Background: an optimization exercise with open tools, aiming at small area, a short achievable clock period and few clock cycles per item. Do not read the settings as production practice.
Only simulation tests tie the RTL to the original design; equivalence was not proved.
Power figures rest on the tool's default switching activity, not on a simulated workload.

## job 6127
## ppm_pulse_train_decoder_top
module ppm_pulse_train_decoder_top #(
   parameter int unsigned MAX_CHANNELS  = 8,
   parameter int unsigned CYCLES_PER_US = 80
) (
   input  logic                                 clock,
   input  logic                                 reset,
   input  logic                                 req_valid,
   output logic                                 req_ready,
   input  logic                                 req_edge_rising,
   input  logic [ppmd_pkg::TS_W-1:0]            req_timestamp,
   output logic                                 rsp_valid,
   input  logic                                 rsp_ready,
   output logic [ppmd_pkg::CHAN_W-1:0]          rsp_channel,
   output logic [ppmd_pkg::WIDTH_W-1:0]         rsp_width_us,
   output logic [ppmd_pkg::FRAME_W-1:0]         rsp_frame_number,
   output logic [ppmd_pkg::RESYNC_W-1:0]        rsp_resync_total,
   output logic                                 rsp_last,
   input  logic                                 csr_valid,
   output logic                                 csr_ready,
   input  logic [ppmd_pkg::CSR_INDEX_W-1:0]     csr_index,
   input  logic [ppmd_pkg::CSR_DATA_W-1:0]      csr_wdata
);
export LEC_CHECK = 0
export CAP_MARGIN = 20
export CORE_MARGIN = 2
export CORE_UTILIZATION = 40
export CTS_BUF_LIST = sky130_fd_sc_hd__clkbuf_8
export CTS_CLUSTER_DIAMETER = 60
export CTS_CLUSTER_SIZE = 16
export SETUP_SLACK_MARGIN = 4.0
export SLEW_MARGIN = 20
create_clock -name core_clock -period 8.0 [get_ports {clock}]
standard.sh (not shown) runs the stock make flow with config.mk's settings and CLKGATE_MAP_FILE= SYNTH_SCRIPT=/design/flow/synth_recipe.tcl, a recipe that flattens the netlist after the stock synthesis.
==> flow/flow/run.sh <==
#!/bin/bash
# The standard layout with two changes, both after the standard synthesis:
#  - the combinational cells of the standard synthesis's netlist are mapped
#    again by ABC with a delay-aware script (flow/remap.abc); the flip-flops,
#    their names and cells, are kept as they are (read as black boxes);
#  - plain buf_2 cells as the port buffers instead of delay buffers.
# Logs: make_synth.log and make.log (make), remap.log (yosys), and the ORFS
# step logs under orfs/logs/.
set -euo pipefail
export BUFFER_PORTS_ARGS="-buffer_cell sky130_fd_sc_hd__buf_2"
PLAT=$FLOW_HOME/platforms/sky130hd
LIB=$PLAT/lib/sky130_fd_sc_hd__tt_025C_1v80.lib
RES=orfs/results/sky130hd/ppm_pulse_train_decoder_top/base
LOGS=orfs/logs/sky130hd/ppm_pulse_train_decoder_top/base

bash standard.sh synth > make_synth.log 2>&1

python3 flow/split_lib.py "$LIB" comb.lib seq.lib
DONT_USE=$(grep -o -- "-dont_use [A-Za-z0-9_]*" $LOGS/1_2_yosys.log | sort -u | tr '\n' ' ')
cp $RES/1_2_yosys.v 1_2_yosys_standard.v
cat > remap.ys <<EOS
read_liberty -lib seq.lib
read_liberty -ignore_miss_func comb.lib
read_verilog -noblackbox 1_2_yosys_standard.v
hierarchy -top $FLOW_TOP
flatten
opt_clean
abc -liberty $LIB $DONT_USE -script flow/remap.abc
opt_clean -purge
hilomap -singleton -hicell sky130_fd_sc_hd__conb_1 HI -locell sky130_fd_sc_hd__conb_1 LO
splitnets
opt_clean -purge
insbuf -buf sky130_fd_sc_hd__buf_4 A X
rename -hide w:*.*
check
stat -liberty $LIB
write_verilog -noattr -noexpr -nohex -nodec $RES/1_2_yosys.v
EOS
yosys -s remap.ys > remap.log 2>&1
rm -f $RES/1_synth.odb $RES/1_synth.sdc

bash standard.sh > make.log 2>&1
==> flow/flow/remap.abc <==
&get -n; &st; &dch; &nf -D 2800 -R 1000; &put; buffer; upsize; dnsize
==> flow/flow/split_lib.py <==
#!/usr/bin/env python3
"""Splits a Liberty file in two: the cells without state (comb) and those with
a ff, latch or statetable group (seq)."""
import re
import sys

src, comb_out, seq_out = sys.argv[1:4]
lib = open(src).read()
start = lib.index("cell (")
head = lib[:start]
comb, seq = [], []
i = start
while True:
    j = lib.find("cell (", i)
    if j < 0:
        break
    k = lib.index("{", j)
    depth, p = 1, k + 1
    while depth:
        c = lib[p]
        if c == "{":
            depth += 1
        elif c == "}":
            depth -= 1
        p += 1
    cell = lib[j:p]
    (seq if re.search(r"\n\s*(ff|latch|statetable)\s*\(", cell) else comb).append(cell)
    i = p
open(comb_out, "w").write(head + "\n".join(comb) + "\n}\n")
open(seq_out, "w").write(head + "\n".join(seq) + "\n}\n")
Testbench counts of job 6127, summed over its fixed seeds: cycles 5,896, items 2,560.
Edits applied to the flow inputs when going from job 6127 to job 8694:
==> flow/flow/remap.abc <==
strash; dch -f; map -D 2800; topo; buffer; upsize; dnsize
--- a/flow/config.mk
+++ b/flow/config.mk
@@ -14 +14 @@
-export SETUP_SLACK_MARGIN = 4.0
+export SETUP_SLACK_MARGIN = 3.5
==> summary.txt <==
Looking at fraction of power consumed by sequential logic, job 8694 sits above job 6127. Min critical path's largest stage delay across job 6127 and job 8694: job 8694. In the reports for job 6127 and job 8694, the smaller horizontal die dimension belongs to job 6127. Re net count of the mapped netlist: job 8694 is about 26% up on job 6127. Summary: with job 6127 as the reference, post-synthesis instance total in job 8694 moved up by more than a quarter. | initial core utilization | job 8694 vs job 6127 | 0.33 points higher |. Comparing job 8694 against job 6127, there is no change at all in final antenna-violating net count. NOTE post-detailed-route via-to-cell ratio job 6127->job 8694 decreased by a few percent.
What job 8286 does differently from job 8694 at the input level:
==> flow/flow/remap.abc <==
&get -n; &st; &dch; &nf -D 2800 -R 1000; &put; buffer; upsize; dnsize
--- a/flow/config.mk
+++ b/flow/config.mk
@@ -14 +14 @@
-export SETUP_SLACK_MARGIN = 3.5
+export SETUP_SLACK_MARGIN = 4.5
==> summary.txt <==
Job 8286: all stages complete, timing, DRC and antenna checks passed. NOTE: number of resized instances in the post-cts repair step in job 8286 exceeds that of job 8694. Going from job 8694 to job 8286, cell area grew by more than 10%. Compared with job 8694, job 8286 shows critical path depth higher by 12. Higher cell count after placement among job 8286 and job 8694: job 8694. Max total length of routed met3 wires across job 8286 and job 8694: job 8694. On post-CTS clock slew at the launch and capture registers of the worst setup and hold paths, job 8286 and job 8694 are basically level.
> inputs changed (job 8286 -> job 6272)
==> flow/flow/remap.abc <==
strash; dch -f; map -D 2800; topo; buffer; upsize; dnsize
--- a/flow/config.mk
+++ b/flow/config.mk
@@ -14 +14 @@
-export SETUP_SLACK_MARGIN = 4.5
+export SETUP_SLACK_MARGIN = 4.0
==> comparison <==
[compare] base=job 8286 new=job 6272: number of core rows increased by about 1.2% relative to the old numbers, average instance area after synthesis saw a decrease, multi-input gate share of total cell area fell 2.3 points. Going from job 8286 to job 6272, internal power component shrinks by 280 uW.

---

before:
Another version of the RTL of ppm_pulse_train_decoder_top (not shown whole).
Size in the first run: ~340 flip-flops, roughly 0.024 sq mm of cells after synthesis.
==> flow/config.mk <==
export PLATFORM = sky130hd
export DESIGN_NAME = ppm_pulse_train_decoder_top
export DESIGN_NICKNAME = ppm_pulse_train_decoder_top
export VERILOG_FILES = /design/flow/design.v
export SDC_FILE = /design/flow/constraint.sdc
export NUM_CORES = 4
export LEC_CHECK = 0
export CAP_MARGIN = 20
export CORE_MARGIN = 2
export CORE_UTILIZATION = 40
export SLEW_MARGIN = 20
==> flow/constraint.sdc <==
create_clock -name core_clock -period 8.0 [get_ports {clock}]
set_input_delay 1.6000 -clock core_clock [delete_from_list [all_inputs] [get_ports {clock}]]
set_output_delay 1.6000 -clock core_clock [all_outputs]
set_load 0.01 [all_outputs]
run.sh (not shown) runs the stock make flow with config.mk's settings and CLKGATE_MAP_FILE= SYNTH_SCRIPT=/design/flow/synth_recipe.tcl, a recipe that flattens the netlist after the stock synthesis.
Stock flow here: none of the scripts above is used.
The final layout from before, which completed every stage, passed the timing, design-rule and antenna checks at the end of the flow.
Testbench counts of before, summed over its fixed seeds: cycles 5,896, items 2,560.
Modified inputs, after compared to before
Settings: SETUP_SLACK_MARGIN newly set to 3.0.
## What came out
- | vias after detailed routing | after vs before | worse |
- On after: wire length is 760 um higher than what before gave.
- From before to after the numbers moved as follows: layout buffering overhead excluding clock cells up 0.96 points; proportion of cell area occupied by registers now smaller; met2 demand-to-capacity share in global routing about even; share of final-layout standard cells stronger than drive strength 1 moved up.
- Between before and after, non-clock buffer instance count of the final layout increased.

---

ppm_pulse_train_decoder_top with an RTL version that a note above also has.
Size: roughly 2200 cells after synthesis, roughly 340 flip-flops, ~130 I/O pins, about 23000 sq um of cells after synthesis.
make LEC_CHECK=0 CAP_MARGIN=20 CORE_MARGIN=2 CORE_UTILIZATION=75 SETUP_SLACK_MARGIN=4.0 SLEW_MARGIN=20 finish   # period 8.0 ns
Testbench counts at the start, summed over its fixed seeds: cycles 5,896, items 2,560.
Then changed:
==> flow/flow/run.sh (new file) <==
#!/bin/bash
# The standard layout, with plain buf_2 cells as the port buffers instead of
# the delay buffers buffer_ports picks by default. Each tool's full output
# goes to the ORFS step logs under orfs/logs/; make's own output to make.log.
set -euo pipefail
export BUFFER_PORTS_ARGS="-buffer_cell sky130_fd_sc_hd__buf_2"
bash standard.sh > make.log 2>&1
==> flow/standard.sh (new file) <==
#!/bin/bash
# synth_recipe.tcl (not shown) runs the flow's synth.tcl, then flattens the netlist and writes it again
# the make line also repeats each setting of config.mk as NAME=value (left out here)
make -C /OpenROAD-flow-scripts/flow DESIGN_CONFIG=/design/flow/config.mk WORK_HOME=/design/flow/orfs CLKGATE_MAP_FILE= SYNTH_SCRIPT=/design/flow/synth_recipe.tcl "${@:-finish}"
--- a/flow/config.mk
+++ b/flow/config.mk
@@ -9,3 +9,6 @@
 export CORE_MARGIN = 2
-export CORE_UTILIZATION = 75
+export CORE_UTILIZATION = 40
+export CTS_BUF_LIST = sky130_fd_sc_hd__clkbuf_16
+export CTS_CLUSTER_DIAMETER = 100
+export CTS_CLUSTER_SIZE = 30
 export SETUP_SLACK_MARGIN = 4.0
removed: flow/run.sh
=> The new run finished with timing, DRC and antenna clean; sequential share of layout area climbs by 1.4 points; worst hold slack gets worse by 0.023 ns; clock-buffer cell count drops by 34.
Then changed:
==> flow/run.sh (new file) <==
#!/bin/bash
# synth_recipe.tcl (not shown) runs the flow's synth.tcl, then flattens the netlist and writes it again
# the make line also repeats each setting of config.mk as NAME=value (left out here)
make -C /OpenROAD-flow-scripts/flow DESIGN_CONFIG=/design/flow/config.mk WORK_HOME=/design/flow/orfs CLKGATE_MAP_FILE= SYNTH_SCRIPT=/design/flow/synth_recipe.tcl finish
--- a/flow/config.mk
+++ b/flow/config.mk
@@ -7,9 +7,7 @@
 export LEC_CHECK = 0
-export CAP_MARGIN = 20
+export CAP_MARGIN = 0
 export CORE_MARGIN = 2
 export CORE_UTILIZATION = 40
-export CTS_BUF_LIST = sky130_fd_sc_hd__clkbuf_16
-export CTS_CLUSTER_DIAMETER = 100
-export CTS_CLUSTER_SIZE = 30
 export SETUP_SLACK_MARGIN = 4.0
-export SLEW_MARGIN = 20
+export SLEW_MARGIN = 0
+export TNS_END_PERCENT = 10
removed: flow/flow/run.sh
removed: flow/standard.sh
Clock skew fell by 0.023 ns.
Setup slack loses 0.080 ns.
Global-route usage is about the same.
Final area rose by 5.3%.
Maximum frequency fell by 2.0%.
Hold slack gains 0.0075 ns.
Routed wire length barely changes.
Via count rose by 1.1%.
Sequential share of layout area fell by 1.8 points.
Total power rose by 17%.
Synthesized area stays the same.
Then changed:
--- a/flow/config.mk
+++ b/flow/config.mk
@@ -7,7 +7,6 @@
 export LEC_CHECK = 0
-export CAP_MARGIN = 0
+export CAP_MARGIN = 20
 export CORE_MARGIN = 2
-export CORE_UTILIZATION = 40
+export CORE_UTILIZATION = 60
 export SETUP_SLACK_MARGIN = 4.0
-export SLEW_MARGIN = 0
-export TNS_END_PERCENT = 10
+export SLEW_MARGIN = 20
Outcome: The changed run passed the timing, design-rule and antenna checks. Clock power came out lower by a little under a tenth. Register-to-register slack improves by 0.15 ns. Via count increases slightly. Setup slack degrades by 0.0037 ns. Combinational power is higher slightly. Fmax barely changes. Global-route usage is higher by 9.4 points. Design area shrinks slightly. Total power drops by a few percent.

---

Another version of the RTL of ppm_pulse_train_decoder_top (not shown whole).
Size: roughly 2,500 cells after synthesis, ~130 I/O pins, roughly 0.020 mm^2 of cells after synthesis.
==> flow/config.mk <==
export PLATFORM = sky130hd
export DESIGN_NAME = ppm_pulse_train_decoder_top
export DESIGN_NICKNAME = ppm_pulse_train_decoder_top
export VERILOG_FILES = /design/flow/design.v
export SDC_FILE = /design/flow/constraint.sdc
export NUM_CORES = 4
export LEC_CHECK = 0
export CAP_MARGIN = 20
export CORE_MARGIN = 2
export CORE_UTILIZATION = 40
export CTS_BUF_LIST = sky130_fd_sc_hd__clkbuf_8
export CTS_CLUSTER_DIAMETER = 60
export CTS_CLUSTER_SIZE = 16
export SETUP_SLACK_MARGIN = 3.8
export SLEW_MARGIN = 20
==> flow/constraint.sdc <==
create_clock -name core_clock -period 8.0 [get_ports {clock}]
set_input_delay 1.6000 -clock core_clock [delete_from_list [all_inputs] [get_ports {clock}]]
set_output_delay 1.6000 -clock core_clock [all_outputs]
set_load 0.01 [all_outputs]
standard.sh (not shown) runs the stock make flow with config.mk's settings and CLKGATE_MAP_FILE= SYNTH_SCRIPT=/design/flow/synth_recipe.tcl, a recipe that flattens the netlist after the stock synthesis.
==> flow/flow/run.sh <==
#!/bin/bash
# The standard layout with two changes, both after the standard synthesis:
#  - the combinational cells of the standard synthesis's netlist are mapped
#    again by ABC with a delay-aware script (flow/remap.abc); the flip-flops,
#    their names and cells, are kept as they are (read as black boxes);
#  - plain buf_1 cells as the port buffers instead of delay buffers.
# Logs: make_synth.log and make.log (make), remap.log (yosys), and the ORFS
# step logs under orfs/logs/.
set -euo pipefail
export BUFFER_PORTS_ARGS="-buffer_cell sky130_fd_sc_hd__buf_1"
PLAT=$FLOW_HOME/platforms/sky130hd
LIB=$PLAT/lib/sky130_fd_sc_hd__tt_025C_1v80.lib
RES=orfs/results/sky130hd/ppm_pulse_train_decoder_top/base
LOGS=orfs/logs/sky130hd/ppm_pulse_train_decoder_top/base

bash standard.sh synth > make_synth.log 2>&1

python3 flow/split_lib.py "$LIB" comb.lib seq.lib
DONT_USE=$(grep -o -- "-dont_use [A-Za-z0-9_]*" $LOGS/1_2_yosys.log | sort -u | tr '\n' ' ')
cp $RES/1_2_yosys.v 1_2_yosys_standard.v
cat > remap.ys <<EOS
read_liberty -lib seq.lib
read_liberty -ignore_miss_func comb.lib
read_verilog -noblackbox 1_2_yosys_standard.v
hierarchy -top $FLOW_TOP
flatten
opt_clean
abc -liberty $LIB $DONT_USE -script flow/remap.abc
opt_clean -purge
hilomap -singleton -hicell sky130_fd_sc_hd__conb_1 HI -locell sky130_fd_sc_hd__conb_1 LO
splitnets
opt_clean -purge
insbuf -buf sky130_fd_sc_hd__buf_4 A X
rename -hide w:*.*
check
stat -liberty $LIB
write_verilog -noattr -noexpr -nohex -nodec $RES/1_2_yosys.v
EOS
yosys -s remap.ys > remap.log 2>&1
rm -f $RES/1_synth.odb $RES/1_synth.sdc

bash standard.sh > make.log 2>&1
==> flow/flow/remap.abc <==
strash; dch -f; map -D 2800; topo; buffer; upsize; dnsize
Scripts as last shown in full above: flow/flow/split_lib.py
Testbench counts at the start, summed over its fixed seeds: cycles 5,896, items 2,560.
==> next run, changes <==
--- a/flow/flow/run.sh
+++ b/flow/flow/run.sh
@@ -2,5 +2,5 @@
 # The standard layout with two changes, both after the standard synthesis:
 #  - the combinational cells of the standard synthesis's netlist are mapped
-#    again by ABC with a delay-aware script (flow/remap.abc); the flip-flops,
+#    again by ABC with an area-oriented script (flow/remap.abc); the flip-flops,
 #    their names and cells, are kept as they are (read as black boxes);
 #  - plain buf_1 cells as the port buffers instead of delay buffers.
==> flow/flow/remap.abc (replaced) <==
strash; dch -f; amap; topo; buffer; upsize; dnsize
--- a/flow/config.mk
+++ b/flow/config.mk
@@ -12,4 +12,4 @@
 export CTS_CLUSTER_DIAMETER = 60
 export CTS_CLUSTER_SIZE = 16
-export SETUP_SLACK_MARGIN = 3.8
+export SETUP_SLACK_MARGIN = 4.0
 export SLEW_MARGIN = 20
=>
- critical path depth rose by 6
- cell count fell by a few percent
- register-to-register slack gets worse by 430 ps
==> next run, changes <==
==> flow/flow/remap.abc (replaced) <==
strash; dch -f; map -a; topo; buffer; upsize; dnsize
Worst setup slack is better by 270 ps.
Core utilization shrinks by 5.5 points.
Maximum frequency rises by 6.5%.
Total power drops by 4.2%.
==> next run, changes <==
--- a/flow/flow/run.sh
+++ b/flow/flow/run.sh
@@ -2,5 +2,5 @@
 # The standard layout with two changes, both after the standard synthesis:
 #  - the combinational cells of the standard synthesis's netlist are mapped
-#    again by ABC with an area-oriented script (flow/remap.abc); the flip-flops,
+#    again by ABC with a delay-aware script (flow/remap.abc); the flip-flops,
 #    their names and cells, are kept as they are (read as black boxes);
 #  - plain buf_1 cells as the port buffers instead of delay buffers.
==> flow/flow/remap.abc (replaced) <==
strash; dch -f; map -D 2800; topo; buffer; upsize; dnsize
--- a/flow/config.mk
+++ b/flow/config.mk
@@ -12,4 +12,4 @@
 export CTS_CLUSTER_DIAMETER = 60
 export CTS_CLUSTER_SIZE = 16
-export SETUP_SLACK_MARGIN = 4.0
+export SETUP_SLACK_MARGIN = 4.2
 export SLEW_MARGIN = 20
Outcome:
- die area came out higher by about 0.56%
- first-iteration DRC count came out lower by 12%
- combinational power came out higher by about 2%
- via count came out higher by 0.84%
- routed wire length came out higher by 0.70%
- global-route usage barely changes
- count of clock-buffer cells in the layout came out higher by 1
- critical path depth came out lower by 5
- worst hold slack is worse by 15 ps
- setup slack is better by 410 ps
- utilization came out higher by 1.1 points
==> next run, changes <==
--- a/flow/config.mk
+++ b/flow/config.mk
@@ -12,4 +12,4 @@
 export CTS_CLUSTER_DIAMETER = 60
 export CTS_CLUSTER_SIZE = 16
-export SETUP_SLACK_MARGIN = 4.2
+export SETUP_SLACK_MARGIN = 4.0
 export SLEW_MARGIN = 20
After rerunning: The new run completed without violations; die area stays the same; via count came out lower by 0.85%; synthesized cell count does not change; power came out higher by 0.32%; sequential cell count is unchanged; area after synthesis is unchanged; count of clock-buffer cells in the layout came out higher by 1; routed wire length came out lower by 1.7%; cell area came out lower by 2.7%; final cell count came out lower by 0.88%; non-clock buffer count came out lower by 30.

## re-timing with driven ports
In the flow no input, the clock included, has a driving cell. The finished layouts below were timed again as built, in two steps. Step 1 assumes that a clkbuf_16 drives the clock port and a buf_2 every other input. Step 2 moves the port delays by t, midway between the first and last clock arrival at a register: inputs arrive t later, outputs are due t later. That takes back most of the time a late clock gives input paths. Slacks: ideal ports / drivers / drivers and shift; pairs: ideal ports / drivers.
run | t (ns) | setup slack, ns | worst setup path at the end | worst slew at a driven data input, ns | pins driven straight from the clock port
job 6127 | 0.656 | 4.108 / 4.108 / 3.511 | input to register | 0.10 | 1
job 8694 | 0.671 | 3.743 / 3.690 / 3.506 | input to register | 0.08 | 1
job 8286 | 0.652 | 4.019 / 4.019 / 3.682 | input to register | 0.10 | 1
job 6272 | 0.657 | 4.169 / 4.112 / 3.609 | input to register | 0.07 | 1
before | 0.625 | 2.672 / 2.672 / 2.427 | input to register | 0.06 | 1
after | 0.624 | 3.197 / 3.197 / 2.576 | input to register | 0.06 | 1
the first run of note 3 | 0.595 | 3.993 / 3.954 / 3.466 | input to register | 0.06 | 1
the second run of note 3 | 0.596 | 4.017 / 4.054 / 3.458 | input to register | 0.06 | 1
the third run of note 3 | 0.615 | 3.937 / 3.880 / 3.530 | input to register | 0.06 | 1
the fourth run of note 3 | 0.601 | 3.934 / 3.879 / 3.601 | input to register | 0.05 | 1
the first run of note 4 | 0.659 | 4.065 / 4.096 / 3.437 | input to register | 0.09 | 1
the second run of note 4 | 0.658 | 3.575 / 3.587 / 2.929 | input to register | 0.10 | 1
the third run of note 4 | 0.656 | 3.845 / 3.845 / 3.518 | input to register | 0.09 | 1
the fourth run of note 4 | 0.676 | 4.252 / 4.252 / 3.687 | input to register | 0.09 | 1
the fifth run of note 4 | 0.658 | 4.207 / 4.191 / 3.583 | input to register | 0.09 | 1
After both steps every run listed still meets setup and hold. For the second run of note 4, which loses most, drivers alone change the setup slack by +0.012 ns; drivers and shift together by -0.646 ns.
